From an optimization exercise on the open Yosys and OpenROAD flow, aimed at small area, a short achievable clock period and few clock cycles; shortcuts taken in it are not production practice.
The RTL was checked by simulation tests, not by an equivalence proof against the original design.
Power figures rest on the tool's default switching activity, not on a simulated workload.

`flow/flow/run.sh`:
```
#!/bin/bash
set -euo pipefail
ports="BUFFER_PORTS_ARGS=-buffer_cell sky130_fd_sc_hd__buf_4"
bash standard.sh SETUP_SLACK_MARGIN=6.6 "$ports" cts > standard_cts.log 2>&1
bash standard.sh SETUP_SLACK_MARGIN=6.2 "$ports" finish > standard_finish.log 2>&1
```
`flow/standard.sh`:
```
#!/bin/bash
# synth_recipe.tcl (not shown) runs the flow's synth.tcl, then flattens the netlist and writes it again
# the make line also repeats each setting of config.mk as NAME=value (left out here)
make -C /OpenROAD-flow-scripts/flow DESIGN_CONFIG=/design/flow/config.mk WORK_HOME=/design/flow/orfs CLKGATE_MAP_FILE= SYNTH_SCRIPT=/design/flow/synth_recipe.tcl "${@:-finish}"
```
`flow/config.mk`:
```
export PLATFORM = sky130hd
export DESIGN_NAME = conv_mac_engine
export DESIGN_NICKNAME = conv_mac_engine
export VERILOG_FILES = /design/flow/design.v
export SDC_FILE = /design/flow/constraint.sdc
export NUM_CORES = 4
export LEC_CHECK = 0
export CAP_MARGIN = 20
export CORE_MARGIN = 2
export CORE_UTILIZATION = 50
export CTS_BUF_LIST = sky130_fd_sc_hd__clkbuf_8
export CTS_CLUSTER_DIAMETER = 60
export CTS_CLUSTER_SIZE = 12
export SLEW_MARGIN = 20
```
`flow/constraint.sdc`:
```
create_clock -name core_clock -period 10.0 [get_ports {clk}]
set_input_delay 2.0000 -clock core_clock [delete_from_list [all_inputs] [get_ports {clk}]]
set_output_delay 2.0000 -clock core_clock [all_outputs]
set_load 0.01 [all_outputs]
```
`flow/design.v`:
```
package conv_pkg;
  typedef enum logic {
    MODE_CONV  = 1'b0,
    MODE_DENSE = 1'b1
  } mode_e;
  typedef enum logic [1:0] {
    S_IDLE  = 2'd0,
    S_RUN   = 2'd1,
    S_DRAIN = 2'd2,
    S_OUT   = 2'd3
  } state_e;
  function automatic int acc_w(input int data_w, input int wdepth);
    acc_w = 2 * data_w + $clog2(wdepth);
  endfunction
endpackage
module mac_lane (
  input  logic              clk,
  input  logic              rst_n,
  input  logic              wr_en,
  input  logic [3:0]        wr_addr,
  input  logic [22:0]       wr_data,
  input  logic [15:0]       tap_oh,
  input  logic [22:0]       x,
  input  logic [24:0]       x3,
  input  logic              take,
  input  logic              clr,
  output logic [49:0]       acc
);
  logic [15:0][22:0] w_q;
  logic [15:0]       wv_q;
  logic [15:0]       rsel;
  logic [22:0]       wrd;
  logic [15:0]       wen;
  generate
    for (genvar k = 0; k < 16; k++) begin : g_w
      assign wen[k] = wr_en && (wr_addr == 4'(k));
      always_ff @(posedge clk) begin
        if (wen[k]) w_q[k] <= wr_data;
      end
      always_ff @(posedge clk or negedge rst_n) begin
        if (!rst_n)      wv_q[k] <= 1'b0;
        else if (wen[k]) wv_q[k] <= 1'b1;
      end
    end
  endgenerate
  assign rsel = tap_oh & wv_q;
  always_comb begin
    wrd = '0;
    for (int k = 0; k < 16; k++) wrd = wrd | ({23{rsel[k]}} & w_q[k]);
  end
  logic [24:0] ws;
  logic [7:0] s1_d, s2_d, s3_d, s4_d;
  logic [7:0] s1, s2, s3, s4, neg;
  assign ws = {wrd[22], wrd, 1'b0};
  generate
    for (genvar j = 0; j < 8; j++) begin : g_enc
      logic [3:0] b;
      assign b = ws[3*j +: 4];
      always_comb begin
        case (b)
          4'd1, 4'd2, 4'd13, 4'd14: {s4_d[j], s3_d[j], s2_d[j], s1_d[j]} = 4'b0001;
          4'd3, 4'd4, 4'd11, 4'd12: {s4_d[j], s3_d[j], s2_d[j], s1_d[j]} = 4'b0010;
          4'd5, 4'd6, 4'd9,  4'd10: {s4_d[j], s3_d[j], s2_d[j], s1_d[j]} = 4'b0100;
          4'd7, 4'd8:              {s4_d[j], s3_d[j], s2_d[j], s1_d[j]} = 4'b1000;
          default:                 {s4_d[j], s3_d[j], s2_d[j], s1_d[j]} = 4'b0000;
        endcase
      end
    end
  endgenerate
  always_ff @(posedge clk) begin
    s1  <= take ? s1_d : '0;
    s2  <= take ? s2_d : '0;
    s3  <= take ? s3_d : '0;
    s4  <= take ? s4_d : '0;
    for (int j = 0; j < 8; j++) neg[j] <= take && ws[3*j+3];
  end
  logic [24:0] pp0;
  logic [24:0] pp1;
  logic [24:0] pp2;
  logic [24:0] pp3;
  logic [24:0] pp4;
  logic [24:0] pp5;
  logic [24:0] pp6;
  logic [24:0] pp7;
  logic [24:0] x1, x2, x4;
  assign x1 = {{2{x[22]}}, x};
  assign x2 = {x[22], x, 1'b0};
  assign x4 = {x, 2'b00};
  assign pp0 = {1'b1, 24'd0} ^ ({25{s1[0]}} & x1 | {25{s2[0]}} & x2 | {25{s3[0]}} & x3 | {25{s4[0]}} & x4) ^ {25{neg[0]}};
  assign pp1 = {1'b1, 24'd0} ^ ({25{s1[1]}} & x1 | {25{s2[1]}} & x2 | {25{s3[1]}} & x3 | {25{s4[1]}} & x4) ^ {25{neg[1]}};
  assign pp2 = {1'b1, 24'd0} ^ ({25{s1[2]}} & x1 | {25{s2[2]}} & x2 | {25{s3[2]}} & x3 | {25{s4[2]}} & x4) ^ {25{neg[2]}};
  assign pp3 = {1'b1, 24'd0} ^ ({25{s1[3]}} & x1 | {25{s2[3]}} & x2 | {25{s3[3]}} & x3 | {25{s4[3]}} & x4) ^ {25{neg[3]}};
  assign pp4 = {1'b1, 24'd0} ^ ({25{s1[4]}} & x1 | {25{s2[4]}} & x2 | {25{s3[4]}} & x3 | {25{s4[4]}} & x4) ^ {25{neg[4]}};
  assign pp5 = {1'b1, 24'd0} ^ ({25{s1[5]}} & x1 | {25{s2[5]}} & x2 | {25{s3[5]}} & x3 | {25{s4[5]}} & x4) ^ {25{neg[5]}};
  assign pp6 = {1'b1, 24'd0} ^ ({25{s1[6]}} & x1 | {25{s2[6]}} & x2 | {25{s3[6]}} & x3 | {25{s4[6]}} & x4) ^ {25{neg[6]}};
  assign pp7 = {1'b1, 24'd0} ^ ({25{s1[7]}} & x1 | {25{s2[7]}} & x2 | {25{s3[7]}} & x3 | {25{s4[7]}} & x4) ^ {25{neg[7]}};
  logic t1, t2, t3, t4, t5, t6, t7, t8, t9, t10, t11, t12, t13, t14, t15, t16, t17, t18, t19, t20, t21, t22, t23, t24, t25, t26, t27, t28, t29, t30, t31, t32, t33, t34, t35, t36, t37, t38, t39, t40, t41, t42, t43, t44, t45, t46, t47, t48, t49, t50, t51, t52, t53, t54, t55, t56, t57, t58, t59, t60, t61, t62, t63, t64, t65, t66, t67, t68, t69, t70, t71, t72, t73, t74, t75, t76, t77, t78, t79, t80, t81, t82, t83, t84, t85, t86, t87, t88, t89, t90, t91, t92, t93, t94, t95, t96, t97, t98, t99, t100, t101, t102, t103, t104, t105, t106, t107, t108, t109, t110, t111, t112, t113, t114, t115, t116, t117, t118, t119, t120, t121, t122, t123, t124, t125, t126, t127, t128, t129, t130, t131, t132, t133, t134, t135, t136, t137, t138, t139, t140, t141, t142, t143, t144, t145, t146, t147, t148, t149, t150, t151, t152, t153, t154, t155, t156, t157, t158, t159, t160, t161, t162, t163, t164, t165, t166, t167, t168, t169, t170, t171, t172, t173, t174, t175, t176, t177, t178, t179, t180, t181, t182, t183, t184, t185, t186, t187, t188, t189, t190, t191, t192, t193, t194, t195, t196, t197, t198, t199, t200, t201, t202, t203, t204, t205, t206, t207, t208, t209, t210, t211, t212, t213, t214, t215, t216, t217, t218, t219, t220, t221, t222, t223, t224, t225, t226, t227, t228, t229, t230, t231, t232, t233, t234, t235, t236, t237, t238, t239, t240, t241, t242, t243, t244, t245, t246, t247, t248, t249, t250, t251, t252, t253, t254, t255, t256, t257, t258, t259, t260, t261, t262, t263, t264, t265, t266, t267, t268, t269, t270, t271, t272, t273, t274, t275, t276, t277, t278, t279, t280, t281, t282, t283, t284, t285, t286, t287, t288, t289, t290, t291, t292, t293, t294, t295, t296, t297, t298, t299, t300, t301, t302, t303, t304, t305, t306, t307, t308, t309, t310, t311, t312, t313, t314, t315, t316, t317, t318, t319, t320, t321, t322, t323, t324, t325, t326, t327, t328;
  assign t1 = pp0[15] ^ pp1[12];
  assign t2 = pp0[15] & pp1[12];
  assign t3 = pp0[16] ^ pp1[13];
  assign t4 = pp0[16] & pp1[13];
  assign t5 = pp0[17] ^ pp1[14];
  assign t6 = pp0[17] & pp1[14];
  assign t7 = pp0[18] ^ pp1[15] ^ pp2[12];
  assign t8 = (pp0[18] & pp1[15]) | (pp0[18] & pp2[12]) | (pp1[15] & pp2[12]);
  assign t9 = pp3[9] ^ pp4[6];
  assign t10 = pp3[9] & pp4[6];
  assign t11 = pp0[19] ^ pp1[16] ^ pp2[13];
  assign t12 = (pp0[19] & pp1[16]) | (pp0[19] & pp2[13]) | (pp1[16] & pp2[13]);
  assign t13 = pp3[10] ^ pp4[7];
  assign t14 = pp3[10] & pp4[7];
  assign t15 = pp0[20] ^ pp1[17] ^ pp2[14];
  assign t16 = (pp0[20] & pp1[17]) | (pp0[20] & pp2[14]) | (pp1[17] & pp2[14]);
  assign t17 = pp3[11] ^ pp4[8];
  assign t18 = pp3[11] & pp4[8];
  assign t19 = pp0[21] ^ pp1[18] ^ pp2[15];
  assign t20 = (pp0[21] & pp1[18]) | (pp0[21] & pp2[15]) | (pp1[18] & pp2[15]);
  assign t21 = pp3[12] ^ pp4[9] ^ pp5[6];
  assign t22 = (pp3[12] & pp4[9]) | (pp3[12] & pp5[6]) | (pp4[9] & pp5[6]);
  assign t23 = pp6[3] ^ pp7[0];
  assign t24 = pp6[3] & pp7[0];
  assign t25 = pp0[22] ^ pp1[19] ^ pp2[16];
  assign t26 = (pp0[22] & pp1[19]) | (pp0[22] & pp2[16]) | (pp1[19] & pp2[16]);
  assign t27 = pp3[13] ^ pp4[10] ^ pp5[7];
  assign t28 = (pp3[13] & pp4[10]) | (pp3[13] & pp5[7]) | (pp4[10] & pp5[7]);
  assign t29 = pp6[4] ^ pp7[1];
  assign t30 = pp6[4] & pp7[1];
  assign t31 = pp0[23] ^ pp1[20] ^ pp2[17];
  assign t32 = (pp0[23] & pp1[20]) | (pp0[23] & pp2[17]) | (pp1[20] & pp2[17]);
  assign t33 = pp3[14] ^ pp4[11] ^ pp5[8];
  assign t34 = (pp3[14] & pp4[11]) | (pp3[14] & pp5[8]) | (pp4[11] & pp5[8]);
  assign t35 = pp6[5] ^ pp7[2];
  assign t36 = pp6[5] & pp7[2];
  assign t37 = ~(pp0[24] ^ pp1[21]);
  assign t38 = pp0[24] | pp1[21];
  assign t39 = pp2[18] ^ pp3[15] ^ pp4[12];
  assign t40 = (pp2[18] & pp3[15]) | (pp2[18] & pp4[12]) | (pp3[15] & pp4[12]);
  assign t41 = pp5[9] ^ pp6[6] ^ pp7[3];
  assign t42 = (pp5[9] & pp6[6]) | (pp5[9] & pp7[3]) | (pp6[6] & pp7[3]);
  assign t43 = ~(pp1[22] ^ pp2[19]);
  assign t44 = pp1[22] | pp2[19];
  assign t45 = pp3[16] ^ pp4[13] ^ pp5[10];
  assign t46 = (pp3[16] & pp4[13]) | (pp3[16] & pp5[10]) | (pp4[13] & pp5[10]);
  assign t47 = pp6[7] ^ pp7[4];
  assign t48 = pp6[7] & pp7[4];
  assign t49 = ~(pp1[23] ^ pp2[20]);
  assign t50 = pp1[23] | pp2[20];
  assign t51 = pp3[17] ^ pp4[14] ^ pp5[11];
  assign t52 = (pp3[17] & pp4[14]) | (pp3[17] & pp5[11]) | (pp4[14] & pp5[11]);
  assign t53 = pp6[8] ^ pp7[5];
  assign t54 = pp6[8] & pp7[5];
  assign t55 = pp1[24] ^ pp2[21] ^ pp3[18];
  assign t56 = (pp1[24] & pp2[21]) | (pp1[24] & pp3[18]) | (pp2[21] & pp3[18]);
  assign t57 = pp4[15] ^ pp5[12] ^ pp6[9];
  assign t58 = (pp4[15] & pp5[12]) | (pp4[15] & pp6[9]) | (pp5[12] & pp6[9]);
  assign t59 = ~(pp2[22] ^ pp3[19]);
  assign t60 = pp2[22] | pp3[19];
  assign t61 = pp4[16] ^ pp5[13];
  assign t62 = pp4[16] & pp5[13];
  assign t63 = ~(pp2[23] ^ pp3[20]);
  assign t64 = pp2[23] | pp3[20];
  assign t65 = pp4[17] ^ pp5[14];
  assign t66 = pp4[17] & pp5[14];
  assign t67 = pp2[24] ^ pp3[21] ^ pp4[18];
  assign t68 = (pp2[24] & pp3[21]) | (pp2[24] & pp4[18]) | (pp3[21] & pp4[18]);
  assign t69 = ~pp3[22];
  assign t70 = ~pp3[23];
  assign t71 = pp0[9] ^ pp1[6];
  assign t72 = pp0[9] & pp1[6];
  assign t73 = pp0[10] ^ pp1[7];
  assign t74 = pp0[10] & pp1[7];
  assign t75 = pp0[11] ^ pp1[8];
  assign t76 = pp0[11] & pp1[8];
  assign t77 = pp0[12] ^ pp1[9] ^ pp2[6];
  assign t78 = (pp0[12] & pp1[9]) | (pp0[12] & pp2[6]) | (pp1[9] & pp2[6]);
  assign t79 = pp3[3] ^ pp4[0];
  assign t80 = pp3[3] & pp4[0];
  assign t81 = pp0[13] ^ pp1[10] ^ pp2[7];
  assign t82 = (pp0[13] & pp1[10]) | (pp0[13] & pp2[7]) | (pp1[10] & pp2[7]);
  assign t83 = pp3[4] ^ pp4[1];
  assign t84 = pp3[4] & pp4[1];
  assign t85 = pp0[14] ^ pp1[11] ^ pp2[8];
  assign t86 = (pp0[14] & pp1[11]) | (pp0[14] & pp2[8]) | (pp1[11] & pp2[8]);
  assign t87 = pp3[5] ^ pp4[2];
  assign t88 = pp3[5] & pp4[2];
  assign t89 = t1 ^ pp2[9] ^ pp3[6];
  assign t90 = (t1 & pp2[9]) | (t1 & pp3[6]) | (pp2[9] & pp3[6]);
  assign t91 = pp4[3] ^ pp5[0] ^ neg[5];
  assign t92 = (pp4[3] & pp5[0]) | (pp4[3] & neg[5]) | (pp5[0] & neg[5]);
  assign t93 = t2 ^ t3 ^ pp2[10];
  assign t94 = (t2 & t3) | (t2 & pp2[10]) | (t3 & pp2[10]);
  assign t95 = pp3[7] ^ pp4[4] ^ pp5[1];
  assign t96 = (pp3[7] & pp4[4]) | (pp3[7] & pp5[1]) | (pp4[4] & pp5[1]);
  assign t97 = t4 ^ t5 ^ pp2[11];
  assign t98 = (t4 & t5) | (t4 & pp2[11]) | (t5 & pp2[11]);
  assign t99 = pp3[8] ^ pp4[5] ^ pp5[2];
  assign t100 = (pp3[8] & pp4[5]) | (pp3[8] & pp5[2]) | (pp4[5] & pp5[2]);
  assign t101 = t6 ^ t7 ^ t9;
  assign t102 = (t6 & t7) | (t6 & t9) | (t7 & t9);
  assign t103 = pp5[3] ^ pp6[0] ^ neg[6];
  assign t104 = (pp5[3] & pp6[0]) | (pp5[3] & neg[6]) | (pp6[0] & neg[6]);
  assign t105 = t8 ^ t10 ^ t11;
  assign t106 = (t8 & t10) | (t8 & t11) | (t10 & t11);
  assign t107 = t13 ^ pp5[4] ^ pp6[1];
  assign t108 = (t13 & pp5[4]) | (t13 & pp6[1]) | (pp5[4] & pp6[1]);
  assign t109 = t12 ^ t14 ^ t15;
  assign t110 = (t12 & t14) | (t12 & t15) | (t14 & t15);
  assign t111 = t17 ^ pp5[5] ^ pp6[2];
  assign t112 = (t17 & pp5[5]) | (t17 & pp6[2]) | (pp5[5] & pp6[2]);
  assign t113 = t16 ^ t18 ^ t19;
  assign t114 = (t16 & t18) | (t16 & t19) | (t18 & t19);
  assign t115 = t21 ^ t23 ^ neg[7];
  assign t116 = (t21 & t23) | (t21 & neg[7]) | (t23 & neg[7]);
  assign t117 = t20 ^ t22 ^ t24;
  assign t118 = (t20 & t22) | (t20 & t24) | (t22 & t24);
  assign t119 = t25 ^ t27 ^ t29;
  assign t120 = (t25 & t27) | (t25 & t29) | (t27 & t29);
  assign t121 = t26 ^ t28 ^ t30;
  assign t122 = (t26 & t28) | (t26 & t30) | (t28 & t30);
  assign t123 = t31 ^ t33 ^ t35;
  assign t124 = (t31 & t33) | (t31 & t35) | (t33 & t35);
  assign t125 = t32 ^ t34 ^ t36;
  assign t126 = (t32 & t34) | (t32 & t36) | (t34 & t36);
  assign t127 = t37 ^ t39 ^ t41;
  assign t128 = (t37 & t39) | (t37 & t41) | (t39 & t41);
  assign t129 = t38 ^ t40 ^ t42;
  assign t130 = (t38 & t40) | (t38 & t42) | (t40 & t42);
  assign t131 = t43 ^ t45 ^ t47;
  assign t132 = (t43 & t45) | (t43 & t47) | (t45 & t47);
  assign t133 = t44 ^ t46 ^ t48;
  assign t134 = (t44 & t46) | (t44 & t48) | (t46 & t48);
  assign t135 = t49 ^ t51 ^ t53;
  assign t136 = (t49 & t51) | (t49 & t53) | (t51 & t53);
  assign t137 = t50 ^ t52 ^ t54;
  assign t138 = (t50 & t52) | (t50 & t54) | (t52 & t54);
  assign t139 = t55 ^ t57 ^ pp7[6];
  assign t140 = (t55 & t57) | (t55 & pp7[6]) | (t57 & pp7[6]);
  assign t141 = t56 ^ t58 ^ t59;
  assign t142 = (t56 & t58) | (t56 & t59) | (t58 & t59);
  assign t143 = t61 ^ pp6[10] ^ pp7[7];
  assign t144 = (t61 & pp6[10]) | (t61 & pp7[7]) | (pp6[10] & pp7[7]);
  assign t145 = t60 ^ t62 ^ t63;
  assign t146 = (t60 & t62) | (t60 & t63) | (t62 & t63);
  assign t147 = t65 ^ pp6[11] ^ pp7[8];
  assign t148 = (t65 & pp6[11]) | (t65 & pp7[8]) | (pp6[11] & pp7[8]);
  assign t149 = t64 ^ t66 ^ t67;
  assign t150 = (t64 & t66) | (t64 & t67) | (t66 & t67);
  assign t151 = pp5[15] ^ pp6[12] ^ pp7[9];
  assign t152 = (pp5[15] & pp6[12]) | (pp5[15] & pp7[9]) | (pp6[12] & pp7[9]);
  assign t153 = t68 ^ t69 ^ pp4[19];
  assign t154 = (t68 & t69) | (t68 & pp4[19]) | (t69 & pp4[19]);
  assign t155 = pp5[16] ^ pp6[13] ^ pp7[10];
  assign t156 = (pp5[16] & pp6[13]) | (pp5[16] & pp7[10]) | (pp6[13] & pp7[10]);
  assign t157 = pp3[22] ^ t70 ^ pp4[20];
  assign t158 = (pp3[22] & t70) | (pp3[22] & pp4[20]) | (t70 & pp4[20]);
  assign t159 = pp5[17] ^ pp6[14] ^ pp7[11];
  assign t160 = (pp5[17] & pp6[14]) | (pp5[17] & pp7[11]) | (pp6[14] & pp7[11]);
  assign t161 = pp3[23] ^ pp3[24] ^ pp4[21];
  assign t162 = (pp3[23] & pp3[24]) | (pp3[23] & pp4[21]) | (pp3[24] & pp4[21]);
  assign t163 = pp5[18] ^ pp6[15] ^ pp7[12];
  assign t164 = (pp5[18] & pp6[15]) | (pp5[18] & pp7[12]) | (pp6[15] & pp7[12]);
  assign t165 = ~(pp4[22] ^ pp5[19]);
  assign t166 = pp4[22] | pp5[19];
  assign t167 = pp6[16] ^ pp7[13];
  assign t168 = pp6[16] & pp7[13];
  assign t169 = ~(pp4[23] ^ pp5[20]);
  assign t170 = pp4[23] | pp5[20];
  assign t171 = pp6[17] ^ pp7[14];
  assign t172 = pp6[17] & pp7[14];
  assign t173 = pp4[24] ^ pp5[21] ^ pp6[18];
  assign t174 = (pp4[24] & pp5[21]) | (pp4[24] & pp6[18]) | (pp5[21] & pp6[18]);
  assign t175 = ~pp5[22];
  assign t176 = ~pp5[23];
  assign t177 = pp0[6] ^ pp1[3];
  assign t178 = pp0[6] & pp1[3];
  assign t179 = pp0[7] ^ pp1[4];
  assign t180 = pp0[7] & pp1[4];
  assign t181 = pp0[8] ^ pp1[5];
  assign t182 = pp0[8] & pp1[5];
  assign t183 = t71 ^ pp2[3] ^ pp3[0];
  assign t184 = (t71 & pp2[3]) | (t71 & pp3[0]) | (pp2[3] & pp3[0]);
  assign t185 = t72 ^ t73 ^ pp2[4];
  assign t186 = (t72 & t73) | (t72 & pp2[4]) | (t73 & pp2[4]);
  assign t187 = t74 ^ t75 ^ pp2[5];
  assign t188 = (t74 & t75) | (t74 & pp2[5]) | (t75 & pp2[5]);
  assign t189 = t76 ^ t77 ^ t79;
  assign t190 = (t76 & t77) | (t76 & t79) | (t77 & t79);
  assign t191 = t78 ^ t80 ^ t81;
  assign t192 = (t78 & t80) | (t78 & t81) | (t80 & t81);
  assign t193 = t82 ^ t84 ^ t85;
  assign t194 = (t82 & t84) | (t82 & t85) | (t84 & t85);
  assign t195 = t86 ^ t88 ^ t89;
  assign t196 = (t86 & t88) | (t86 & t89) | (t88 & t89);
  assign t197 = t90 ^ t92 ^ t93;
  assign t198 = (t90 & t92) | (t90 & t93) | (t92 & t93);
  assign t199 = t94 ^ t96 ^ t97;
  assign t200 = (t94 & t96) | (t94 & t97) | (t96 & t97);
  assign t201 = t98 ^ t100 ^ t101;
  assign t202 = (t98 & t100) | (t98 & t101) | (t100 & t101);
  assign t203 = t102 ^ t104 ^ t105;
  assign t204 = (t102 & t104) | (t102 & t105) | (t104 & t105);
  assign t205 = t106 ^ t108 ^ t109;
  assign t206 = (t106 & t108) | (t106 & t109) | (t108 & t109);
  assign t207 = t110 ^ t112 ^ t113;
  assign t208 = (t110 & t112) | (t110 & t113) | (t112 & t113);
  assign t209 = t114 ^ t116 ^ t117;
  assign t210 = (t114 & t116) | (t114 & t117) | (t116 & t117);
  assign t211 = t118 ^ t120 ^ t121;
  assign t212 = (t118 & t120) | (t118 & t121) | (t120 & t121);
  assign t213 = t122 ^ t124 ^ t125;
  assign t214 = (t122 & t124) | (t122 & t125) | (t124 & t125);
  assign t215 = t126 ^ t128 ^ t129;
  assign t216 = (t126 & t128) | (t126 & t129) | (t128 & t129);
  assign t217 = t130 ^ t132 ^ t133;
  assign t218 = (t130 & t132) | (t130 & t133) | (t132 & t133);
  assign t219 = t134 ^ t136 ^ t137;
  assign t220 = (t134 & t136) | (t134 & t137) | (t136 & t137);
  assign t221 = t138 ^ t140 ^ t141;
  assign t222 = (t138 & t140) | (t138 & t141) | (t140 & t141);
  assign t223 = t142 ^ t144 ^ t145;
  assign t224 = (t142 & t144) | (t142 & t145) | (t144 & t145);
  assign t225 = t146 ^ t148 ^ t149;
  assign t226 = (t146 & t148) | (t146 & t149) | (t148 & t149);
  assign t227 = t150 ^ t152 ^ t153;
  assign t228 = (t150 & t152) | (t150 & t153) | (t152 & t153);
  assign t229 = t154 ^ t156 ^ t157;
  assign t230 = (t154 & t156) | (t154 & t157) | (t156 & t157);
  assign t231 = t158 ^ t160 ^ t161;
  assign t232 = (t158 & t160) | (t158 & t161) | (t160 & t161);
  assign t233 = t162 ^ t164 ^ t165;
  assign t234 = (t162 & t164) | (t162 & t165) | (t164 & t165);
  assign t235 = t166 ^ t168 ^ t169;
  assign t236 = (t166 & t168) | (t166 & t169) | (t168 & t169);
  assign t237 = t170 ^ t172 ^ t173;
  assign t238 = (t170 & t172) | (t170 & t173) | (t172 & t173);
  assign t239 = t174 ^ t175 ^ pp6[19];
  assign t240 = (t174 & t175) | (t174 & pp6[19]) | (t175 & pp6[19]);
  assign t241 = pp5[22] ^ t176 ^ pp6[20];
  assign t242 = (pp5[22] & t176) | (pp5[22] & pp6[20]) | (t176 & pp6[20]);
  assign t243 = pp5[23] ^ pp5[24] ^ pp6[21];
  assign t244 = (pp5[23] & pp5[24]) | (pp5[23] & pp6[21]) | (pp5[24] & pp6[21]);
  assign t245 = ~pp6[22];
  assign t246 = ~pp6[23];
  assign t247 = pp0[3] ^ pp1[0];
  assign t248 = pp0[3] & pp1[0];
  assign t249 = pp0[4] ^ pp1[1];
  assign t250 = pp0[4] & pp1[1];
  assign t251 = pp0[5] ^ pp1[2];
  assign t252 = pp0[5] & pp1[2];
  assign t253 = t177 ^ pp2[0] ^ neg[2];
  assign t254 = (t177 & pp2[0]) | (t177 & neg[2]) | (pp2[0] & neg[2]);
  assign t255 = t178 ^ t179 ^ pp2[1];
  assign t256 = (t178 & t179) | (t178 & pp2[1]) | (t179 & pp2[1]);
  assign t257 = t180 ^ t181 ^ pp2[2];
  assign t258 = (t180 & t181) | (t180 & pp2[2]) | (t181 & pp2[2]);
  assign t259 = t182 ^ t183 ^ neg[3];
  assign t260 = (t182 & t183) | (t182 & neg[3]) | (t183 & neg[3]);
  assign t261 = t184 ^ t185 ^ pp3[1];
  assign t262 = (t184 & t185) | (t184 & pp3[1]) | (t185 & pp3[1]);
  assign t263 = t186 ^ t187 ^ pp3[2];
  assign t264 = (t186 & t187) | (t186 & pp3[2]) | (t187 & pp3[2]);
  assign t265 = t188 ^ t189 ^ neg[4];
  assign t266 = (t188 & t189) | (t188 & neg[4]) | (t189 & neg[4]);
  assign t267 = t190 ^ t191 ^ t83;
  assign t268 = (t190 & t191) | (t190 & t83) | (t191 & t83);
  assign t269 = t192 ^ t193 ^ t87;
  assign t270 = (t192 & t193) | (t192 & t87) | (t193 & t87);
  assign t271 = t194 ^ t195 ^ t91;
  assign t272 = (t194 & t195) | (t194 & t91) | (t195 & t91);
  assign t273 = t196 ^ t197 ^ t95;
  assign t274 = (t196 & t197) | (t196 & t95) | (t197 & t95);
  assign t275 = t198 ^ t199 ^ t99;
  assign t276 = (t198 & t199) | (t198 & t99) | (t199 & t99);
  assign t277 = t200 ^ t201 ^ t103;
  assign t278 = (t200 & t201) | (t200 & t103) | (t201 & t103);
  assign t279 = t202 ^ t203 ^ t107;
  assign t280 = (t202 & t203) | (t202 & t107) | (t203 & t107);
  assign t281 = t204 ^ t205 ^ t111;
  assign t282 = (t204 & t205) | (t204 & t111) | (t205 & t111);
  assign t283 = t206 ^ t207 ^ t115;
  assign t284 = (t206 & t207) | (t206 & t115) | (t207 & t115);
  assign t285 = t208 ^ t209 ^ t119;
  assign t286 = (t208 & t209) | (t208 & t119) | (t209 & t119);
  assign t287 = t210 ^ t211 ^ t123;
  assign t288 = (t210 & t211) | (t210 & t123) | (t211 & t123);
  assign t289 = t212 ^ t213 ^ t127;
  assign t290 = (t212 & t213) | (t212 & t127) | (t213 & t127);
  assign t291 = t214 ^ t215 ^ t131;
  assign t292 = (t214 & t215) | (t214 & t131) | (t215 & t131);
  assign t293 = t216 ^ t217 ^ t135;
  assign t294 = (t216 & t217) | (t216 & t135) | (t217 & t135);
  assign t295 = t218 ^ t219 ^ t139;
  assign t296 = (t218 & t219) | (t218 & t139) | (t219 & t139);
  assign t297 = t220 ^ t221 ^ t143;
  assign t298 = (t220 & t221) | (t220 & t143) | (t221 & t143);
  assign t299 = t222 ^ t223 ^ t147;
  assign t300 = (t222 & t223) | (t222 & t147) | (t223 & t147);
  assign t301 = t224 ^ t225 ^ t151;
  assign t302 = (t224 & t225) | (t224 & t151) | (t225 & t151);
  assign t303 = t226 ^ t227 ^ t155;
  assign t304 = (t226 & t227) | (t226 & t155) | (t227 & t155);
  assign t305 = t228 ^ t229 ^ t159;
  assign t306 = (t228 & t229) | (t228 & t159) | (t229 & t159);
  assign t307 = t230 ^ t231 ^ t163;
  assign t308 = (t230 & t231) | (t230 & t163) | (t231 & t163);
  assign t309 = t232 ^ t233 ^ t167;
  assign t310 = (t232 & t233) | (t232 & t167) | (t233 & t167);
  assign t311 = t234 ^ t235 ^ t171;
  assign t312 = (t234 & t235) | (t234 & t171) | (t235 & t171);
  assign t313 = t236 ^ t237 ^ pp7[15];
  assign t314 = (t236 & t237) | (t236 & pp7[15]) | (t237 & pp7[15]);
  assign t315 = t238 ^ t239 ^ pp7[16];
  assign t316 = (t238 & t239) | (t238 & pp7[16]) | (t239 & pp7[16]);
  assign t317 = t240 ^ t241 ^ pp7[17];
  assign t318 = (t240 & t241) | (t240 & pp7[17]) | (t241 & pp7[17]);
  assign t319 = t242 ^ t243 ^ pp7[18];
  assign t320 = (t242 & t243) | (t242 & pp7[18]) | (t243 & pp7[18]);
  assign t321 = t244 ^ t245 ^ pp7[19];
  assign t322 = (t244 & t245) | (t244 & pp7[19]) | (t245 & pp7[19]);
  assign t323 = pp6[22] ^ t246 ^ pp7[20];
  assign t324 = (pp6[22] & t246) | (pp6[22] & pp7[20]) | (t246 & pp7[20]);
  assign t325 = pp6[23] ^ pp6[24] ^ pp7[21];
  assign t326 = (pp6[23] & pp6[24]) | (pp6[23] & pp7[21]) | (pp6[24] & pp7[21]);
  assign t327 = ~pp7[22];
  assign t328 = ~pp7[23];
  logic [49:0] ps, pc;
  assign ps = {1'b1, 1'b1, 1'b1, 1'b1, pp7[23], pp7[22], t326, t324, t322, t320, t318, t316, t314, t312, t310, t308, t306, t304, t302, t300, t298, t296, t294, t292, t290, t288, t286, t284, t282, t280, t278, t276, t274, t272, t270, t268, t266, t264, t262, t260, t258, t256, t254, t252, t250, t248, t247, pp0[2], pp0[1], pp0[0]};
  assign pc = {1'b0, 1'b0, 1'b0, 1'b0, pp7[24], t328, t327, t325, t323, t321, t319, t317, t315, t313, t311, t309, t307, t305, t303, t301, t299, t297, t295, t293, t291, t289, t287, t285, t283, t281, t279, t277, t275, t273, t271, t269, t267, t265, t263, t261, t259, t257, t255, t253, t251, t249, neg[1], 1'b0, 1'b0, neg[0]};
  logic [49:0] ps_q, pc_q, acc_q;
  always_ff @(posedge clk) begin
    ps_q <= ps;
    pc_q <= pc;
  end
  logic [49:0] as, ac;
  assign as = acc_q ^ ps_q ^ pc_q;
  assign ac = {(acc_q[48:0] & ps_q[48:0]) | (acc_q[48:0] & pc_q[48:0]) | (ps_q[48:0] & pc_q[48:0]), 1'b0};
  always_ff @(posedge clk) begin
    acc_q <= clr ? 50'd0 : as + ac;
  end
  assign acc = acc_q;
endmodule
module conv_mac_engine
#(
  parameter int DATA_W = 23,
  parameter int KSIZE  = 3,
  parameter int CH     = 2,
  parameter int WDEPTH = 16,
  parameter int ACC_W  = conv_pkg::acc_w(DATA_W, WDEPTH)
) (
  input  logic                       clk,
  input  logic                       rst_n,
  input  logic                       cfg_we,
  input  logic [$clog2(CH)-1:0]      cfg_ch,
  input  logic [$clog2(WDEPTH)-1:0]  cfg_addr,
  input  logic [DATA_W-1:0]          cfg_wdata,
  input  logic                       mode,
  input  logic [$clog2(WDEPTH):0]    len,
  input  logic                       start,
  input  logic                       in_valid,
  output logic                       in_ready,
  input  logic [DATA_W-1:0]          in_data,
  output logic                       out_valid,
  input  logic                       out_ready,
  output logic [CH*ACC_W-1:0]        out_data,
  output logic                       busy,
  output logic                       err
);
  localparam int AW = $clog2(WDEPTH);
  localparam int NK = KSIZE * KSIZE;
  logic          busy_q, rdy_q, ov_q, err_q;
  logic          p1_q, p2_q;
  logic [AW-1:0] tap_q, nm1_q;
  logic [WDEPTH-1:0] toh_q;
  logic          hs, last, start_ok, len_bad;
  assign busy      = busy_q;
  assign in_ready  = rdy_q;
  assign out_valid = ov_q;
  assign err       = err_q;
  assign hs       = in_valid && rdy_q;
  assign last     = hs && (tap_q == nm1_q);
  assign len_bad  = mode && ((len == '0) || (len > WDEPTH));
  assign start_ok = start && !busy_q && !len_bad;
  always_ff @(posedge clk or negedge rst_n) begin
    if (!rst_n) begin
      busy_q <= 1'b0;
      rdy_q  <= 1'b0;
      ov_q   <= 1'b0;
      err_q  <= 1'b0;
      p1_q   <= 1'b0;
      p2_q   <= 1'b0;
      tap_q  <= '0;
      toh_q  <= WDEPTH'(1);
      nm1_q  <= '0;
    end else begin
      busy_q <= start_ok || (busy_q && !(ov_q && out_ready));
      rdy_q  <= start_ok || (rdy_q && !last);
      p1_q   <= last;
      p2_q   <= p1_q;
      ov_q   <= p2_q || (ov_q && !out_ready);
      err_q  <= (start && !busy_q && len_bad) || (cfg_we && busy_q);
      tap_q  <= rdy_q ? tap_q + AW'(hs) : '0;
      toh_q  <= !rdy_q ? WDEPTH'(1) : hs ? {toh_q[WDEPTH-2:0], toh_q[WDEPTH-1]} : toh_q;
      if (!busy_q) nm1_q <= mode ? AW'(len - 1'b1) : AW'(NK - 1);
    end
  end
  logic [DATA_W-1:0] x_q;
  logic [DATA_W+1:0] x3_q;
  always_ff @(posedge clk) begin
    x_q  <= in_data;
    x3_q <= {{2{in_data[DATA_W-1]}}, in_data} + {in_data[DATA_W-1], in_data, 1'b0};
  end
  generate
    for (genvar gc = 0; gc < CH; gc++) begin : g_lane
      logic [ACC_W-1:0] acc_c;
      mac_lane u_lane (
        .clk     (clk),
        .rst_n   (rst_n),
        .wr_en   (cfg_we && !busy_q && (cfg_ch == gc)),
        .wr_addr (cfg_addr),
        .wr_data (cfg_wdata),
        .tap_oh  (toh_q),
        .x       (x_q),
        .x3      (x3_q),
        .take    (hs),
        .clr     (start_ok),
        .acc     (acc_c)
      );
      assign out_data[gc*ACC_W +: ACC_W] = acc_c;
    end
  endgenerate
endmodule
```
==> key figures, run 1 <==
Power and ir drop
  • Internal power: 13.60 mW
  • Switching portion of total power: 0.4459
  • Maximum vdd drop: 0.0001869 V
  • Gate power share: 0.597
  • Lkg Pwr: 27.96 nW
  • Net switching power: 10.95 mW
  • Overall power: 24.55 mW
  • PD cells: 339.5 nW/um^2
  • Clock power share: 0.117
  • Share of power burned in registers: 0.286

Drt
  • Drt wl/cell: 28.04 microns
  • Iteration-0 DRC Markers: 5033
  • Routed WL: 201900 microns
  • Drc violations: 0
  • Total number of vias: between 40k and 50k
  • DR pass1 iterations: 7
  • Post-route ant nets: 0
  • Via density: 6.369

Timing
  • Final Hold Fails: 0
  • Minimum clock period after layout: 3.535 ns
  • Max Clock Freq: between 0.2 and 0.3 GHz
  • Tcrit/Tclk final: 0.3535
  • RSZ-0062 raised after global routing: no
  • Final setup vio count: 0
  • Slew @ Worst Pin: around 1.2 ns
  • Max-slew headroom: 0.2242
  • Max Slew Vio Count: 0
  • Setup Skew: 0.05848 ns
  • Hold WS: around 0.44 ns
  • Setup TNS: 0 ns
  • Fin worst setup slack: 6.465 ns

Critical path
  • Worst path required time: 10.71 ns
  • WS Path Type: flop to flop
  • CP endpoint kind: flop
  • Crit path DAT: between 4 and 5 ns
  • Critical Path Start Type: flop
  • Largest stage delay, worst path: 0.54 ns
  • CP cell instances: buf_12 > bufbuf_16 > a22o_1 > a221oi_2 > xor2_1 > ha_1 > inv_1 > fa_1 > inv_1 > fa_1 > inv_1 > fa_1
  • R2R Path Start: x_q[19]$_DFF_P_
  • Slowest CP cell: fa_1
  • CP startpoint: x_q[19]$_DFF_P_
  • Crit Path Max Fanout: 11

Placed design
  • Gpl congestion: 0.8648
  • Post-DP HPWL: between 100000 and 150000 microns
  • Port bufs: between 150 and 200
  • Place WS: 5.305 ns

Synthesis
  • Post-Syn Area per Cell: 11.92 sq um
  • Ys Warns: 2
  • Syn Std Cell Area: 64480 sq um
  • Post-synthesis sequential area ratio: 0.4910
  • Post-synth EDFFs: 736
  • Async set-or-reset flop fraction in the synthesized netlist: 0.05175
  • Cell count after synthesis: roughly 5.4k
  • Syn Nets: 6030
  • #FFs+latches synth: 1198
  • Synth cell types: 81
  • Predominant post-synthesis flop cell: edfxtp_1

Floorplan
  • Die Area: between 100000 and 150000 sq um
  • Die Height: 363.1 microns
  • Core Rows: 131
  • Top Ports: 167
  • Chip Width: 363.1 microns
  • Core area: about 130000 sq um
  • Initial Utilization: 0.5043

CTS
  • Worst-skew pair later-pin latency: 0.90 ns
  • CTS tree: done
  • Clk slew on worst S/H paths: approximately 0.08 ns
  • CTS sink cnt: 1198
  • Clock Tree Buf Depth: 3
  • H-tree depth: 3
  • CTS Root Cell: clkbuf_8
  • Cts bufs inserted: about 120

Global routing
  • Initial antenna violation count: 14
  • Total grt overflow: 0
  • Total GRT Usage: 0.3033
  • Global-route wire length before repair: 298300 microns
  • Vias in the first global route: roughly 45k
  • Largest net degree at the start of global routing: 63

Cells and area
  • Commonest non-fill, non-tap cells in the layout: edfxtp_1, inv_1, a22oi_1
  • Most common cell after layout, fill and taps aside: edfxtp_1
  • NumNets Final: between 6k and 7k
  • Syn-to-layout area delta: 12.13%
  • Layout cells sized above 1: 0.1705
  • Final core occ: 0.5655
  • Fill count: 10.80k

Flow run
  • Max-cap viol count: 0

Run status
  • Status: finished clean

Min path
  • Hold Path Origin: p2_q$_DFF_PN0_
  • Min-delay worst type: flop to flop
==> cell families (layout without fill, tap and decap cells) <==
| logic type | after synthesis | in the layout | share of synthesized area |
|---|---|---|---|
| compound gates | 1480 | 1480 | 0.1783 |
| mux | 37 | 37 | 0.005860 |
| buf+inv | 858 | 981 | 0.05070 |
| fa+ha+maj | 559 | 559 | 0.1477 |
| other cells | 0 | 6 | 0 |
| simple gates | 753 | 753 | 0.05532 |
| flops | 1198 | 1198 | 0.4910 |
| xor+xnor | 523 | 523 | 0.07104 |
==> power by group through the flow <==
stage / combinational (mW) / sequential, mW / clock (mW)
4_1_cts: 14.8 / 7.00 / 2.95
3_3_place_gp: 13.8 / 7.06 / 0
6_report: 14.7 / 7.02 / 2.88
5_1_grt: 16.4 / 7.10 / 3.13
2_1_floorplan: 9.97 / 6.72 / 0
3_5_place_dp: 13.9 / 7.07 / 0
==> Yosys cell counts, types with 10 or more instances <==
library cell | n | area [sq um]
edfxtp_1 | 736 | 22100
a22oi_1 | 342 | 2567
o211ai_1 | 23 | 172.7
nand4_1 | 39 | 244.0
buf_1 | 79 | 296.5
a221oi_1 | 340 | 2978
ha_1 | 222 | 2778
xor2_1 | 184 | 1612
and3_1 | 30 | 187.7
nor3_1 | 24 | 120.1
o21a_1 | 14 | 105.1
dfrtp_1 | 61 | 1526
xnor2_1 | 339 | 2969
nor2_1 | 264 | 991.0
inv_1 | 379 | 1423
a21oi_1 | 135 | 675.7
a21o_1 | 53 | 397.9
o21bai_1 | 14 | 105.1
fa_1 | 337 | 6746
and2_1 | 45 | 281.5
o21ai_1 | 10 | 50.05
a211oi_1 | 13 | 97.59
or4_1 | 14 | 105.1
a22o_1 | 339 | 2969
o21ai_0 | 99 | 495.5
nand3_1 | 87 | 435.4
nand2b_1 | 13 | 81.33
a31oi_1 | 22 | 137.6
dfxtp_1 | 400 | 8008
mux2i_1 | 34 | 340.3
nand2_1 | 156 | 585.6
clkbuf_1 | 381 | 1430
a222oi_1 | 14 | 140.1
nor2b_1 | 25 | 156.4
or2_2 | 35 | 219.0
o41ai_1 | 15 | 131.4
==> worst max-delay path, delay by kind of cell (launching register included) <==
kind / cells / cell delay, ns
adders and majority gates: 4 / 1.66
buffers and inverters: 5 / 0.62
AOI/OAI and AO/OA: 2 / 0.46
DFF: 1 / 0.39
xor gates and xnor gates: 1 / 0.24
==> flip-flops by register name (all words and copies together) (netlist names), 14 cells and up <==
signal,flops
x3_q,24
g_lane.u_lane.acc_q,100
g_lane.u_lane.w_q,736
toh_q,16
x_q,22
g_lane.u_lane.s3,14
g_lane.u_lane.wv_q,32
g_lane.u_lane.s4,14
g_lane.u_lane.s1,16
g_lane.u_lane.s2,16
g_lane.u_lane.neg,16
g_lane.u_lane.pc_q,86
g_lane.u_lane.ps_q,92
==> metrics by stage <==
| stage | instance area, sq um | cells |
|---|---|---|
| global route | 72300 | 7198 |
| CTS | 72260 | 7192 |
| global placement | 67100 | 6860 |
| detailed placement | 67130 | 6861 |
| finish | 72300 | 7199 |
| floorplan | 64900 | 5408 |
==> final timing paths <==
| path | end | slack (ns) | depth (start not counted) |
|---|---|---|---|
| max in group asynchronous | busy_q$_DFF_PN0_ | 8.11 | 1 |
| min reg2reg | ov_q$_DFF_PN0_ | 0.44 | 1 |
| max reg2reg | g_lane[0].u_lane.pc_q[25]$_DFF_P_ | 6.47 | 12 |
| min in group asynchronous | g_lane[0].u_lane.wv_q[12]$_DFFE_PN0P_ | 1.21 | 1 |
| min | ov_q$_DFF_PN0_ | 0.44 | 1 |
| max | g_lane[0].u_lane.pc_q[25]$_DFF_P_ | 6.47 | 12 |
==> what timing repair did <==
| item | CTS | global route |
|---|---|---|
| resized for setup | 461 | 0 |
| buffers inserted | 99 | 0 |
| endpoints found under the setup margin | 252 | 0 |
| hold buffers | 0 | 0 |
==> metal layers <==
layer | GRT usage | wire [microns] | up-vias
met1 | 0.4027 | 80930 | 23090
met2 | 0.4984 | 95830 | 2306
met4 | 0.1076 | 8055 | 14
li1 | - | - | 19930
met3 | 0.05657 | 16970 | 505
met5 | 0 | 94 | -
==> area by class of cell <==
class                      instances  area [sq um]  share of cell area
antenna                            6         15.01           0.0002077
tap                             1662          2079             0.02876
clock buffer                     117          1610             0.02227
timing repair inverter             1         5.005          0.00006922
sequential                      1198         32050              0.4433
multi-input combinational       3352         30550              0.4225
inverter                         383          1441             0.01994
timing repair buffer             388          4059             0.05614
clock inverter                    92         494.2            0.006836
Testbench counts, summed over its fixed seeds: cycles 20,142.
==> run 2, diff against run 1 <==
==> flow/flow/run.sh (replaced) <==
#!/bin/bash
set -euo pipefail
ports="BUFFER_PORTS_ARGS=-buffer_cell sky130_fd_sc_hd__buf_4"
bash standard.sh SETUP_SLACK_MARGIN=6.5 "$ports" cts > standard_cts.log 2>&1
bash standard.sh SETUP_SLACK_MARGIN=6.55 "$ports" finish > standard_finish.log 2>&1
==> run 2 against run 1 <==
Against the previous run: synthesized cell count unchanged; maximum frequency increased by 0.26%; worst setup slack gained 0.0092 ns; sequential power up 0.7%; critical path type is now flop to output pin; largest cell class unchanged.
==> key figures, run 2 <==
Global routing
  • Global-route wire length before repair: 287100 microns (-3.7%)
  • Vias in the first global route: 43.95k (-2.6%)
  • Largest net degree at the start of global routing: 63 (unchanged)
  • Total GRT Usage: 0.2897 (-0.01362)
  • Total grt overflow: 0 (unchanged)
  • Initial antenna violation count: 11 (-3)

Timing
  • Final Hold Fails: 0 (unchanged)
  • Max-slew headroom: 0.2097 (-0.01457)
  • RSZ-0062 raised after global routing: yes
  • Hold WS: 0.3561 ns (-0.08882 ns)
  • Max Clock Freq: 0.2836 GHz (+0.26%)
  • Final setup vio count: 0 (unchanged)
  • Slew @ Worst Pin: 1.183 ns (+0.02180 ns)
  • Max Slew Vio Count: 0 (unchanged)
  • Tcrit/Tclk final: 0.3526 (-0.0009200)
  • Minimum clock period after layout: 3.526 ns (-0.009200 ns)
  • Setup TNS: 0 ns (unchanged)
  • Setup Skew: 0.07407 ns (+0.01558 ns)

Min path
  • Min-delay worst type: flop to flop
  • Hold Path Origin: p1_q$_DFF_PN0_
  • Worst hold endpoint: p2_q$_DFF_PN0_
  • Hold Crit Depth: 0 (-1)

Critical path
  • Delay-heaviest family, CP: flip-flops
  • CP cell instances: buf_6
  • Crit path DAT: 1.53 ns (-2.72 ns)
  • Crit Path Max Fanout: 2 (-9)
  • WS Path Type: flop to output pin
  • Sum of buffers and inverters on the critical path: 1 (-4)
  • Slowest CP cell: dfrtp_4
  • R2R Path Start: x_q[19]$_DFF_P_
  • Worst Reg-to-Reg Cells: 11 (-1)
  • Critical path depth: 1 (-11)
  • Worst path required time: 8.00 ns (-2.71 ns)
  • Worst R2R Setup Slack: 6.51 ns (+0.04 ns)
  • CP endpoint kind: output pin
  • Critical Path Start Type: flop
  • Worst R2R End: g_lane[1].u_lane.pc_q[21]$_DFF_P_
  • Largest stage delay, worst path: 0.51 ns (-0.03 ns)

Placed design
  • Gpl congestion: 0.8940 (+3.4%)
  • Post-DP HPWL: 122000 microns (-0.54%)
  • Port bufs: 166 (unchanged)

Floorplan
  • Die Area: 131800 sq um (unchanged)
  • Die Height: 363.1 microns (unchanged)
  • Top Ports: 167 (unchanged)
  • Core area: 127800 sq um (unchanged)
  • Core Rows: 131 (unchanged)
  • Initial Utilization: 0.5043 (unchanged)
  • Chip Width: 363.1 microns (unchanged)

Cells and area
  • Most common cell after layout, fill and taps aside: edfxtp_1
  • NumNets Final: 6036 (-0.43%)
  • Final core occ: 0.5648 (-0.0006760)
  • Most flop-heavy register: g_lane.u_lane.w_q
  • Largest registers: g_lane.u_lane.w_q (736), g_lane.u_lane.acc_q (100), g_lane.u_lane.ps_q (92)
  • Layout cells sized above 1: 0.1826 (+0.01208)
  • Commonest non-fill, non-tap cells in the layout: edfxtp_1, inv_1, a22oi_1
  • Syn-to-layout area delta: 12.00%
  • Max reg flops: 736 (unchanged)

Drt
  • Routed WL: 200200 microns (-0.85%)
  • Total number of vias: 45.98k (+0.30%)
  • Iteration-0 DRC Markers: 4737 (-5.9%)
  • Drc violations: 0 (unchanged)
  • Via density: 6.407 (+0.60%)
  • Drt wl/cell: 27.89 microns (-0.54%)
  • Post-route ant nets: 0 (unchanged)
  • DR pass1 iterations: 6 (-1)

Synthesis
  • Syn Nets: 6030 (unchanged)
  • Async set-or-reset flop fraction in the synthesized netlist: 0.05175 (unchanged)
  • #FFs+latches synth: 1198 (unchanged)
  • Synth area leaders: edfxtp_1, dfxtp_1, fa_1, a221oi_1, a22o_1
  • Syn Std Cell Area: 64480 sq um (unchanged)
  • Most numerous cell in the Yosys netlist: edfxtp_1
  • Synth cell types: 81 (unchanged)
  • Cell count after synthesis: 5408 (unchanged)
  • Post-synthesis sequential area ratio: 0.4910 (unchanged)
  • Predominant post-synthesis flop cell: edfxtp_1
  • Post-synth top cells: edfxtp_1, dfxtp_1, clkbuf_1
  • Post-Syn Area per Cell: 11.92 sq um (unchanged)
  • Post-synthesis cell type with the largest combined area: edfxtp_1
  • Synth top area share: 0.3428 (unchanged)
  • Post-synth EDFFs: 736 (unchanged)
  • Ys Warns: 2 (unchanged)

CTS
  • Clk slew on worst S/H paths: 0.08 ns (about the same)
  • CTS Root Cell: clkbuf_8
  • CTS tree: done
  • Hold buffer count at cts: 0 (unchanged)
  • H-tree depth: 3 (unchanged)
  • Worst-skew pair later-pin latency: 0.91 ns (about the same)
  • CTS sink cnt: 1198 (unchanged)
  • Clock Tree Buf Depth: 3 (unchanged)
  • Cts bufs inserted: 120 (+3.4%)

Power and ir drop
  • Internal power: 13.67 mW (+0.50%)
  • Gate power share: 0.591 (-0.006)
  • PD cells: 341.7 nW/um^2 (+0.64%)
  • Switching portion of total power: 0.4460 (about the same)
  • Maximum vdd drop: 0.0001921 V (+2.8%)
  • Lkg Pwr: 27.66 nW (-1.1%)
  • Clock power share: 0.123 (+0.006)
  • Share of power burned in registers: 0.287 (about the same)
  • Net switching power: 11.00 mW (+0.54%)

Flow run
  • Max-cap viol count: 0 (unchanged)

Run status
  • Status: finished clean
-- run 2: cell count changes in the layout (fill, tap and decap cells not counted), moves of 11 or more --
cell	before	now
inv_1	443	421
clkbuf_16	0	16
inv_2	9	26
a221oi_1	275	264
buf_6	58	16
fa_2	15	28
ha_2	2	14
ha_1	213	194
buf_4	277	296
fa_1	322	309
bufbuf_16	22	2
-- run 2: cell type report --
cell class              count  area, sq um
diodes                      5        12.51
clock buffers             123         1693
clock inverters            95        593.1
fillers                 10720        55630
inverters                 383         1441
multi-input cells        3352        30970
flip-flops and latches   1198        32020
well taps                1662         2079
repair buffers            358         3398
repair inverters            1        5.005
-- run 2: cells by family (layout without fill, tap and decap cells) --
| group | Yosys count | count (layout) | synth area share |
|---|---|---|---|
| compound gates | 1480 | 1480 | 0.1783 |
| flops | 1198 | 1198 | 0.4910 |
| buf+inv | 858 | 960 | 0.05070 |
| simple gates | 753 | 753 | 0.05532 |
| fa+ha+maj | 559 | 559 | 0.1477 |
| xor+xnor | 523 | 523 | 0.07104 |
| mux | 37 | 37 | 0.005860 |
| other cells | 0 | 5 | 0 |
-- run 2: how the worst max path moves through the flow --
stage / startpoint / end / slack (ns)
finish: rdy_q$_DFF_PN0_ / in_ready / 6.47
global placement: len[0] / g_lane[1].u_lane.acc_q[48]$_SDFF_PP0_ / 5.27
global route: rdy_q$_DFF_PN0_ / in_ready / 6.40
detailed placement: len[0] / g_lane[1].u_lane.acc_q[48]$_SDFF_PP0_ / 5.25
CTS: rdy_q$_DFF_PN0_ / in_ready / 6.42
floorplan: in_data[0] / x3_q[21]$_DFF_P_ / 6.13
-- run 2: power groups by stage --
stage	clock network, mW	logic (mW)	registers, mW
5_1_grt	3.27	16.4	7.16
4_1_cts	3.10	14.1	7.03
2_1_floorplan	0	9.94	6.72
3_5_place_dp	0	13.8	7.12
3_3_place_gp	0	13.6	7.10
6_report	3.02	14.6	7.07
-- run 2: metrics by stage --
step,cell area (sq um),setup WS (ns),total power [mW],std cells
final,72210,6.474,24.68,7177
after global placement,66960,5.272,20.71,6859
after global routing,72210,6.403,26.83,7176
after floorplan,64670,6.126,16.66,5408
after CTS,70110,6.416,24.27,7095
after detailed placement,66990,5.249,20.89,6860
-- run 2: metal layers --
metal	share of wire	GRT usage
met1	0.40	0.3899
met5	0.00025	0
met4	0.043	0.1044
met2	0.47	0.4680
met3	0.093	0.05564
-- run 2: what timing repair did --
item,in CTS,in global routing
endpoints found under the setup margin,181,137
cloned,2,18
resized for setup,215,313
pin swaps,24,108
buffers inserted,15,58
==> run 3, diff against run 2 <==
--- a/flow/design.v
+++ b/flow/design.v
@@ -435,6 +435,29 @@
   assign as = acc_q ^ ps_q ^ pc_q;
   assign ac = {(acc_q[48:0] & ps_q[48:0]) | (acc_q[48:0] & pc_q[48:0]) | (ps_q[48:0] & pc_q[48:0]), 1'b0};
+  logic [49:0] sum_g0, sum_p0;
+  assign sum_g0 = as & ac;
+  assign sum_p0 = as ^ ac;
+  logic [49:0] sum_g1, sum_p1;
+  assign sum_g1 = sum_g0 | (sum_p0 & {sum_g0[48:0], 1'd0});
+  assign sum_p1 = sum_p0 & {sum_p0[48:0], 1'd0};
+  logic [49:0] sum_g2, sum_p2;
+  assign sum_g2 = sum_g1 | (sum_p1 & {sum_g1[47:0], 2'd0});
+  assign sum_p2 = sum_p1 & {sum_p1[47:0], 2'd0};
+  logic [49:0] sum_g3, sum_p3;
+  assign sum_g3 = sum_g2 | (sum_p2 & {sum_g2[45:0], 4'd0});
+  assign sum_p3 = sum_p2 & {sum_p2[45:0], 4'd0};
+  logic [49:0] sum_g4, sum_p4;
+  assign sum_g4 = sum_g3 | (sum_p3 & {sum_g3[41:0], 8'd0});
+  assign sum_p4 = sum_p3 & {sum_p3[41:0], 8'd0};
+  logic [49:0] sum_g5, sum_p5;
+  assign sum_g5 = sum_g4 | (sum_p4 & {sum_g4[33:0], 16'd0});
+  assign sum_p5 = sum_p4 & {sum_p4[33:0], 16'd0};
+  logic [49:0] sum_g6, sum_p6;
+  assign sum_g6 = sum_g5 | (sum_p5 & {sum_g5[17:0], 32'd0});
+  assign sum_p6 = sum_p5 & {sum_p5[17:0], 32'd0};
+  logic [49:0] sum;
+  assign sum = sum_p0 ^ {sum_g6[48:0], 1'b0};
   always_ff @(posedge clk) begin
-    acc_q <= clr ? 50'd0 : as + ac;
+    acc_q <= clr ? 50'd0 : sum;
   end
   assign acc = acc_q;
@@ -506,7 +529,23 @@
   logic [DATA_W-1:0] x_q;
   logic [DATA_W+1:0] x3_q;
+  localparam int XW = DATA_W + 2;
+  localparam int XL = $clog2(XW);
+  logic [XW-1:0] xa, xb, x3;
+  logic [XW-1:0] xg [XL+1];
+  logic [XW-1:0] xp [XL+1];
+  assign xa = {{2{in_data[DATA_W-1]}}, in_data};
+  assign xb = {in_data[DATA_W-1], in_data, 1'b0};
+  assign xg[0] = xa & xb;
+  assign xp[0] = xa ^ xb;
+  generate
+    for (genvar l = 0; l < XL; l++) begin : g_ks
+      assign xg[l+1] = xg[l] | (xp[l] & (xg[l] << (1 << l)));
+      assign xp[l+1] = xp[l] & (xp[l] << (1 << l));
+    end
+  endgenerate
+  assign x3 = xp[0] ^ {xg[XL][XW-2:0], 1'b0};
   always_ff @(posedge clk) begin
     x_q  <= in_data;
-    x3_q <= {{2{in_data[DATA_W-1]}}, in_data} + {in_data[DATA_W-1], in_data, 1'b0};
+    x3_q <= x3;
   end
   generate
==> run 3 against run 2 <==
Against the previous run: clock power rose by 13%; register-to-register slack improved by 0.03 ns; first-iteration DRC count grew 20%; cell area increased by 2.4%; sequential cell count unchanged; maximum frequency decreased by 1.6%; combinational power grew 7%; clock skew fell by 0.017 ns; highest routed layer unchanged; largest power group unchanged; die area grew 1.2%; total power is 5.6% higher; still clean on timing, DRC and antenna.
==> key figures, run 3 <==
Global routing
  • Total grt overflow: 0 (unchanged)
  • Total GRT Usage: 0.3072 (+0.01753)
  • Vias in the first global route: 45.85k (+4.3%)
  • Global-route wire length before repair: 303800 microns (+5.8%)
  • Initial antenna violation count: 4 (-7)
  • Largest net degree at the start of global routing: 68 (+7.9%)

Synthesis
  • Post-synth EDFFs: 736 (unchanged)
  • Compound-Gate Fraction of Synth Area: 0.1811 (+0.002792)
  • Post-synthesis sequential area ratio: 0.4853 (-0.005726)
  • Cell count after synthesis: 5533 (+2.3%)
  • Ys Warns: 4 (+2)
  • Xor/xnor share of the synthesized area: 0.06712 (-0.003916)
  • Syn Std Cell Area: 65240 sq um (+1.2%)
  • Synth area leaders: edfxtp_1, dfxtp_1, fa_1, a221oi_1, a22o_1
  • Largest family of logic cells by synthesized area: compound AO/OA/AOI/OAI gates
  • Post-synth top cells: edfxtp_1, dfxtp_1, clkbuf_1
  • Synth top area share: 0.3388 (-0.003997)
  • Synth cell types: 95 (+17%)
  • Syn Nets: 6155 (+2.1%)
  • Post-synthesis cell type with the largest combined area: edfxtp_1
  • Post-synthesis mux area share: 0.006348 (+0.0004878)
  • Simple-gate share of the synthesized area: 0.06360 (+0.008273)
  • Most numerous cell in the Yosys netlist: edfxtp_1
  • Area share of fa/ha/maj cells after synthesis: 0.1460 (-0.001722)
  • Post-Syn Area per Cell: 11.79 sq um (-1.1%)
  • Predominant post-synthesis flop cell: edfxtp_1
  • #FFs+latches synth: 1198 (unchanged)
  • Async set-or-reset flop fraction in the synthesized netlist: 0.05175 (unchanged)

Critical path
  • Worst Reg-to-Reg Cells: 10 (-1)
  • Critical Path Start Type: flop
  • Worst R2R End: g_lane[0].u_lane.pc_q[28]$_DFF_P_
  • WS Path Type: flop to output pin
  • Crit path DAT: 1.58 ns (+0.05 ns)
  • Worst R2R Setup Slack: 6.54 ns (+0.03 ns)
  • R2R Path Start: x_q[7]$_DFF_P_
  • Crit Path Max Fanout: 2 (unchanged)
  • CP endpoint kind: output pin
  • Worst path required time: 8.00 ns (about the same)

Placed design
  • Placed Cells incl. Taps: 7089 (+3.3%)
  • Gpl congestion: 0.8921 (-0.21%)
  • Post-DP HPWL: 122400 microns (+0.34%)
  • Port bufs: 166 (unchanged)

Min path
  • Worst hold endpoint: p2_q$_DFF_PN0_
  • Hold Path Origin: p1_q$_DFF_PN0_
  • Min-delay worst type: flop to flop
  • Hold Crit Depth: 0 (unchanged)

Timing
  • Final Hold Fails: 0 (unchanged)
  • Max-slew headroom: 0.2329 (+0.02322)
  • Minimum clock period after layout: 3.584 ns (+0.05860 ns)
  • Setup Skew: 0.05667 ns (-0.01740 ns)
  • Slew @ Worst Pin: 1.148 ns (-0.03474 ns)
  • RSZ-0062 raised after global routing: yes
  • Tcrit/Tclk final: 0.3584 (+0.005860)
  • Hold WS: 0.3658 ns (+0.009736 ns)
  • Final setup vio count: 0 (unchanged)
  • Max Slew Vio Count: 0 (unchanged)
  • Max Clock Freq: 0.2790 GHz (-1.6%)
  • Setup TNS: 0 ns (unchanged)

CTS
  • H-tree depth: 4 (+1)
  • CTS tree: done
  • Clock Tree Buf Depth: 3 (unchanged)
  • Clk slew on worst S/H paths: 0.08 ns (about the same)
  • CTS Root Cell: clkbuf_8
  • Hold buffer count at cts: 0 (unchanged)
  • Worst-skew pair later-pin latency: 0.94 ns (+0.03 ns)
  • CTS sink cnt: 1198 (unchanged)
  • Cts bufs inserted: 133 (+11%)

Drt
  • Post-route ant nets: 0 (unchanged)
  • Drt wl/cell: 28.86 microns (+3.5%)
  • Via density: 6.407 (about the same)
  • DR pass1 iterations: 7 (+1)
  • Total number of vias: 47.59k (+3.5%)
  • Routed WL: 214400 microns (+7.1%)
  • Drc violations: 0 (unchanged)
  • Iteration-0 DRC Markers: 5687 (+20%)

Floorplan
  • Initial Utilization: 0.5038 (about the same)
  • Core area: 129500 sq um (+1.3%)
  • Top Ports: 167 (unchanged)
  • Die Height: 365.2 microns (+0.58%)
  • Die Area: 133400 sq um (+1.2%)
  • Chip Width: 365.2 microns (+0.58%)
  • Core Rows: 132 (+0.76%)

Run status
  • Status: finished clean

Cells and area
  • Syn-to-layout area delta: 13.38%
  • NumNets Final: 6209 (+2.9%)
  • Layout cells sized above 1: 0.1834 (+0.0007767)
  • Largest registers: g_lane.u_lane.w_q (736), g_lane.u_lane.acc_q (100), g_lane.u_lane.ps_q (92)
  • Max reg flops: 736 (unchanged)
  • Most common cell after layout, fill and taps aside: edfxtp_1
  • Most flop-heavy register: g_lane.u_lane.w_q
  • Commonest non-fill, non-tap cells in the layout: edfxtp_1, inv_1, a22oi_1
  • Fill count: 10.78k (+0.63%)
  • Post-Layout Cell Count: 7428 (+3.5%)

Power and ir drop
  • PD cells: 352.3 nW/um^2 (+3.1%)
  • Maximum vdd drop: 0.0002027 V (+5.5%)
  • Lkg Pwr: 28.40 nW (+2.7%)

Flow run
  • Max-cap viol count: 0 (unchanged)
==> run 3: cell count changes in the layout (fill, tap and decap cells not counted), sizes merged, moves of 8 or more <==
| cell | change |
|---|---|
| nor3 | +36 |
| a31oi | -14 |
| buf | +41 |
| o21bai | +9 |
| nand4 | +12 |
| o31ai | +9 |
| o21a | +13 |
| nand2 | +53 |
| nor2b | -14 |
| xor2 | -19 |
| o21ai | -8 |
| a21o | -10 |
| clkbuf | +16 |
==> run 3: per-stage QoR <==
step,cell area [sq um],util,total power [mW],setup WS [ns]
global placement,68160,0.5264,21.63,5.306
CTS,71780,0.5543,25.51,6.353
global route,73960,0.5712,28.11,6.376
floorplan,65510,-,17.14,6.162
finish,73970,0.5712,26.06,6.416
detailed placement,68180,0.5266,21.86,5.283
==> run 3: what timing repair did <==
item,CTS,global route
endpoints found under the hold margin,0,0
pin swaps,8,75
cloned,4,20
buffers inserted,16,65
endpoints found under the setup margin,167,163
gates resized for setup,258,285
==> run 3: power by group <==
group,switching (mW),internal [mW],total (mW)
clock,1.87,1.55,3.42
sequential,0.771,6.26,7.03
combinational,9.16,6.45,15.6
total,11.8,14.3,26.1
==> run 3: how the worst max path moves through the flow <==
stage / startpoint / to / slack, ns / cells past startpoint
floorplan: cfg_ch[0] / g_lane[0].u_lane.w_q[138]$_DFFE_PP_ / 6.16 / 3
global placement: len[1] / g_lane[0].u_lane.acc_q[49]$_SDFF_PP0_ / 5.31 / 12
detailed placement: len[0] / g_lane[0].u_lane.acc_q[49]$_SDFF_PP0_ / 5.28 / 12
CTS: busy_q$_DFF_PN0_ / busy / 6.35 / 2
global route: busy_q$_DFF_PN0_ / busy / 6.38 / 2
finish: busy_q$_DFF_PN0_ / busy / 6.42 / 2
==> run 3: logic make-up after synthesis <==
| family | after synthesis |
|---|---|
| muxes | 41 |
| AOI/OAI and AO/OA | 1501 |
| adders and majority gates | 559 |
| DFF | 1198 |
| and+or+nand+nor | 862 |
| buffers and inverters | 872 |
| xor gates and xnor gates | 500 |
==> run 3: critical path: stages, from the launching register on <==
cell,delay (ns)
dfrtp_1,0.40
buf_12,0.14
buf_6,0.11
==> run 3: layout make-up <==
| class | count | area, sq um | share of cell area |
|---|---|---|---|
| timing repair buffer | 405 | 4119 | 0.05569 |
| clock buffer | 135 | 1858 | 0.02512 |
| antenna | 3 | 7.507 | 0.0001015 |
| sequential | 1198 | 32110 | 0.4341 |
| clock inverter | 96 | 817.0 | 0.01105 |
| multi-input combinational | 3464 | 31400 | 0.4244 |
| tap | 1742 | 2180 | 0.02947 |
| inverter | 385 | 1479 | 0.01999 |
==> run 3: metal layers <==
metal,vias to the layer above,part of all wire,track usage
li1,20510,-,-
met1,23650,0.39,0.4070
met2,2722,0.45,0.4814
met3,709,0.10,0.07415
met4,6,0.053,0.1329
met5,-,0.00058,0.004357
Testbench counts of run 3, summed over its fixed seeds: cycles 20,142.

-- separate check: timing with driven ports --
How much do the figures lean on ideal ports? The routed layouts below were timed once more, with nothing changed but the port constraints.
Step 1: set_driving_cell puts a clkbuf_16 on clk and a buf_2 on each other input, an assumption about the parent block.
Step 2 moves the port delays by t, midway between the first and last clock arrival at a register: inputs arrive t later, outputs are due t later. That takes back most of the time a late clock gives input paths.
Three values: no drivers, after step 1, after step 2; two values: the first two.
run	shift t [ns]	slack for setup (ns)	hold slack, ns
run 1	0.936	6.465 / 6.439 / 5.615	0.445 / 0.445 / 0.445
run 2	0.957	6.474 / 6.395 / 5.593	0.356 / 0.356 / 0.356
run 3	0.990	6.416 / 6.342 / 5.649	0.366 / 0.366 / 0.366
After both steps setup and hold are still met in every run listed. The setup slack of run 2, which loses most, moves by -0.079 ns with the drivers and by -0.881 ns with both steps.
